Context: an optimization exercise on an open-source flow, tuned for small area, a short achievable clock period and few clock cycles per item. The choices shown serve that exercise and are no tape-out recipe. Function was checked by simulation only, so behaviour that the tests miss may differ from the original. No activity file was given, so power comes from the tool's default toggle rates.

== P ==
// tlv_stream_parser_top
module tlv_stream_parser_top #(
	parameter int MAX_DEPTH = 8
) (
	input  wire         clk,
	input  wire         arst_n,
	input  wire         in_valid,
	output logic        in_stall,
	input  wire  [7:0]  data_byte,
	input  wire         pdu_last,
	output logic        out_valid,
	input  wire         out_stall,
	output logic [1:0]  byte_role,
	output logic        header_done,
	output logic [15:0] tag,
	output logic [31:0] value_length,
	output logic        constructed,
	output logic [3:0]  depth,
	output logic [3:0]  levels_closed,
	output logic [2:0]  status,
	output logic        pdu_done
);
	localparam int NE = MAX_DEPTH;   
	logic       v1_q, v2_q, sk_q, adv, load;
	logic [7:0] b, sk_b;
	logic       last, sk_last;
	assign adv      = v1_q && (!v2_q || !out_stall);
	assign load     = adv || !v1_q;
	assign in_stall = sk_q;
	always_ff @(posedge clk or negedge arst_n) begin
		if (!arst_n) begin
			v1_q <= 1'b0;
			v2_q <= 1'b0;
			sk_q <= 1'b0;
		end else begin
			if (load)                  v1_q <= sk_q || in_valid;
			if (load)                  sk_q <= 1'b0;
			else if (in_valid && !sk_q) sk_q <= 1'b1;
			if (adv)                   v2_q <= 1'b1;
			else if (!out_stall)       v2_q <= 1'b0;
		end
	end
	always_ff @(posedge clk) begin
		if (load) begin
			b    <= sk_q ? sk_b : data_byte;
			last <= sk_q ? sk_last : pdu_last;
		end
		if (!sk_q) begin
			sk_b    <= data_byte;
			sk_last <= pdu_last;
		end
	end
	logic        ph_tag1, ph_tag2, ph_len1, ph_lenx, ph_value, ph_err;
	logic [15:0] tag_q;
	logic [31:0] len_q;     
	logic [1:0]  cnt_q;     
	logic        vsat_q;
	logic [2:0]  err_q;     
	logic [3:0]  sp_q;      
	logic [31:0] room_q;
	logic        roomz_q;   
	logic        lenone_q;  
  ...
Size in the first run: about 2100 cells after synthesis, ~79 I/O pins.
Settings: LEC_CHECK=0, CAP_MARGIN=20, CORE_MARGIN=2, CORE_UTILIZATION=60, SETUP_SLACK_MARGIN=5, SLEW_MARGIN=20; clock period 8.5 ns.
standard.sh (not shown) runs the stock make flow with config.mk's settings and CLKGATE_MAP_FILE= SYNTH_SCRIPT=/design/flow/synth_recipe.tcl, a recipe that flattens the netlist after the stock synthesis.
==> flow/flow/run.sh <==
#!/bin/bash
# The standard layout (standard synthesis, floorplan, placement, CTS, routing), with two
# changes:
#  - the port buffers that global placement adds are buf_2 cells rather than the clock-delay
#    buffers buffer_ports picks on its own (every port still gets its buffer);
#  - clock tree synthesis clusters up to 24 flip-flops within 60 um per leaf buffer and adds no
#    dummy loads.
# The make output goes to standard.log in this folder; ORFS keeps each step's log under orfs/logs.
set -euo pipefail
export BUFFER_PORTS_ARGS="-buffer_cell sky130_fd_sc_hd__buf_2"
export CTS_ARGS="-sink_clustering_enable -repair_clock_nets -dont_use_dummy_load -sink_clustering_size 24 -sink_clustering_max_diameter 60"
bash standard.sh > standard.log 2>&1
P was carried through to the last stage, and its layout satisfied the timing, design-rule and antenna checks.
Testbench counts of P, summed over its fixed seeds: cycles 34,023, items 34,007.
Relative to P, the following input files were edited for Q:
# P
export LEC_CHECK = 0
export CAP_MARGIN = 20
export CORE_MARGIN = 2
export CORE_UTILIZATION = 60
export SETUP_SLACK_MARGIN = 5
export SLEW_MARGIN = 20
create_clock -name core_clock -period 8.5 [get_ports {clk}]
# Q
export LEC_CHECK = 0
export CAP_MARGIN = 20
export CORE_MARGIN = 2
export CORE_UTILIZATION = 40
export SLEW_MARGIN = 20
create_clock -name core_clock -period 8.5 [get_ports {clk}]
==> flow/flow/run.sh <==
#!/bin/bash
# The standard layout (standard synthesis, floorplan, placement, CTS, routing), with three
# changes:
#  - the port buffers that global placement adds are buf_2 cells rather than the clock-delay
#    buffers buffer_ports picks on its own (every port still gets its buffer);
#  - clock tree synthesis clusters up to 24 flip-flops within 60 um per leaf buffer and adds no
#    dummy loads;
set -euo pipefail
# repair timing aims for 5.3 ns of setup slack at the 8.5 ns clock (the clock itself is unchanged)
export SETUP_SLACK_MARGIN=5.3
export BUFFER_PORTS_ARGS="-buffer_cell sky130_fd_sc_hd__buf_2"
export CTS_ARGS="-sink_clustering_enable -repair_clock_nets -dont_use_dummy_load -sink_clustering_size 24 -sink_clustering_max_diameter 60"
bash standard.sh > standard.log 2>&1
## What came out
Looking at biggest fanout along the worst timing path across P and Q, the one that comes out higher is P. Q against P: non-clock buffer count went up; power went up; number of gates resized after CTS went up. No stage failed in Q, and the final checks on the layout all came back clean.
Setup changes, Q to R
# Q
export LEC_CHECK = 0
export CAP_MARGIN = 20
export CORE_MARGIN = 2
export CORE_UTILIZATION = 40
export SLEW_MARGIN = 20
create_clock -name core_clock -period 8.5 [get_ports {clk}]
# R
export LEC_CHECK = 0
export CAP_MARGIN = 20
export CORE_MARGIN = 2
export CORE_UTILIZATION = 40
export SETUP_SLACK_MARGIN = 4.7
export SLEW_MARGIN = 20
create_clock -name core_clock -period 8.5 [get_ports {clk}]
==> flow/flow/run.sh <==
#!/bin/bash
# The standard layout (standard synthesis, floorplan, placement, CTS, routing), with two
# changes:
#  - the port buffers that global placement adds are buf_2 cells rather than the clock-delay
#    buffers buffer_ports picks on its own (every port still gets its buffer);
set -euo pipefail
export BUFFER_PORTS_ARGS="-buffer_cell sky130_fd_sc_hd__buf_2"
export CTS_ARGS="-sink_clustering_enable -repair_clock_nets -dont_use_dummy_load -sink_clustering_size 24 -sink_clustering_max_diameter 60"
bash standard.sh > standard.log 2>&1
Notes after the runs:
Compared to Q, R has global-route usage 2.1 points lower.
From Q to R the numbers moved as follows: maximum frequency went down by 14%, placed cell count was more or less identical, worst setup slack -0.54 ns.
Taking Q as the reference, in R final cell count without fillers went down by 173; number of distinct library cells after synthesis stayed essentially flat; compound-gate portion of the synthesized area barely changed.
Final worst hold slack delta (Q -> R): insignificant
Input-level comparison between S and R:
# R
export LEC_CHECK = 0
export CAP_MARGIN = 20
export CORE_MARGIN = 2
export CORE_UTILIZATION = 40
export SETUP_SLACK_MARGIN = 4.7
export SLEW_MARGIN = 20
create_clock -name core_clock -period 8.5 [get_ports {clk}]
# S
export LEC_CHECK = 0
export CAP_MARGIN = 20
export CORE_MARGIN = 2
export CORE_UTILIZATION = 40
export SETUP_SLACK_MARGIN = 5
export SLEW_MARGIN = 20
create_clock -name core_clock -period 8.5 [get_ports {clk}]
==> flow/flow/run.sh <==
#!/bin/bash
# The standard layout (standard synthesis, floorplan, placement, CTS, routing), with one
# change: the port buffers that global placement adds are buf_2 cells rather than the
# clock-delay buffers buffer_ports picks on its own. Every port still gets its buffer.
# The make output goes to standard.log in this folder; ORFS keeps each step's log under orfs/logs.
set -euo pipefail
export BUFFER_PORTS_ARGS="-buffer_cell sky130_fd_sc_hd__buf_2"
bash standard.sh > standard.log 2>&1
==> comparison <==
Power | S above R
R → S: vias after detailed routing moved up, met2 usage in global routing higher, combinational group share of total power shows an increase of 0.3 points, core utilization climbed 2.5 points.
Against R, S comes in 3.7 points higher on power share of the clock group.
NOTE: total wirelength of the detailed-routed design in S exceeds that of R
Compared with R, S shows a final non-filler cell area that is 1400 um^2 higher.
Final cell count went up by a few percent going from R to S.
Going from R to S, the non-clock buffer count was found to have gone up by about 23%.
Input-level comparison between T and S:
==> flow/flow/run.sh <==
#!/bin/bash
# The standard layout (standard synthesis, floorplan, placement, CTS, routing), with two
# changes:
#  - the port buffers that global placement adds are buf_2 cells rather than the clock-delay
#    buffers buffer_ports picks on its own (every port still gets its buffer);
#  - clock tree synthesis clusters up to 32 flip-flops within 75 um per leaf buffer and adds no
#    dummy loads.
# The make output goes to standard.log in this folder; ORFS keeps each step's log under orfs/logs.
set -euo pipefail
export BUFFER_PORTS_ARGS="-buffer_cell sky130_fd_sc_hd__buf_2"
export CTS_ARGS="-sink_clustering_enable -repair_clock_nets -dont_use_dummy_load -sink_clustering_size 32 -sink_clustering_max_diameter 75"
bash standard.sh > standard.log 2>&1
Findings:
- The final layout from S, which completed every stage, passed the timing, design-rule and antenna checks at the end of the flow.
- T reached the final stage; the timing, design-rule and antenna checks on its layout passed.
- Going from S to T, wire length of the first global-routing pass now sits lower, number of clock buffer instances in the layout now sits lower, fmax now sits at about the same level.

[static timing again, ports no longer ideal]
How much do the figures lean on ideal ports? The routed layouts below were timed once more, with nothing changed but the port constraints. Step 1 (the two cells are an assumption about what drives the block):
set clk [get_ports {clk}]
set_driving_cell -lib_cell sky130_fd_sc_hd__clkbuf_16 $clk
set_driving_cell -lib_cell sky130_fd_sc_hd__buf_2 [delete_from_list [all_inputs] $clk]
Step 2, shift: input delay + t, output delay - t, t = (earliest + latest rising clock arrival at the registers) / 2. This alone moves slack from input paths to output paths. Slacks: ideal / step 1 / step 2; pairs: ideal / step 1.
run	t (ns)	slack for setup (ns)	worst setup path at the end	worst register clock-pin slew, ns	cell pins on the clock port's net
P	0.609	4.830 / 4.830 / 4.590	input to register	0.09 / 0.09	1
Q	0.614	5.174 / 5.125 / 4.851	input to register	0.10 / 0.10	1
R	0.619	4.636 / 4.636 / 4.252	input to register	0.09 / 0.09	1
S	0.639	5.010 / 5.010 / 4.619	input to register	0.07 / 0.07	1
T	0.646	5.006 / 5.006 / 4.603	input to register	0.11 / 0.11	1
After both steps setup and hold are still met in every run listed. The setup slack of T, which loses most, moves by 0.000 ns with the drivers and by -0.403 ns with both steps.
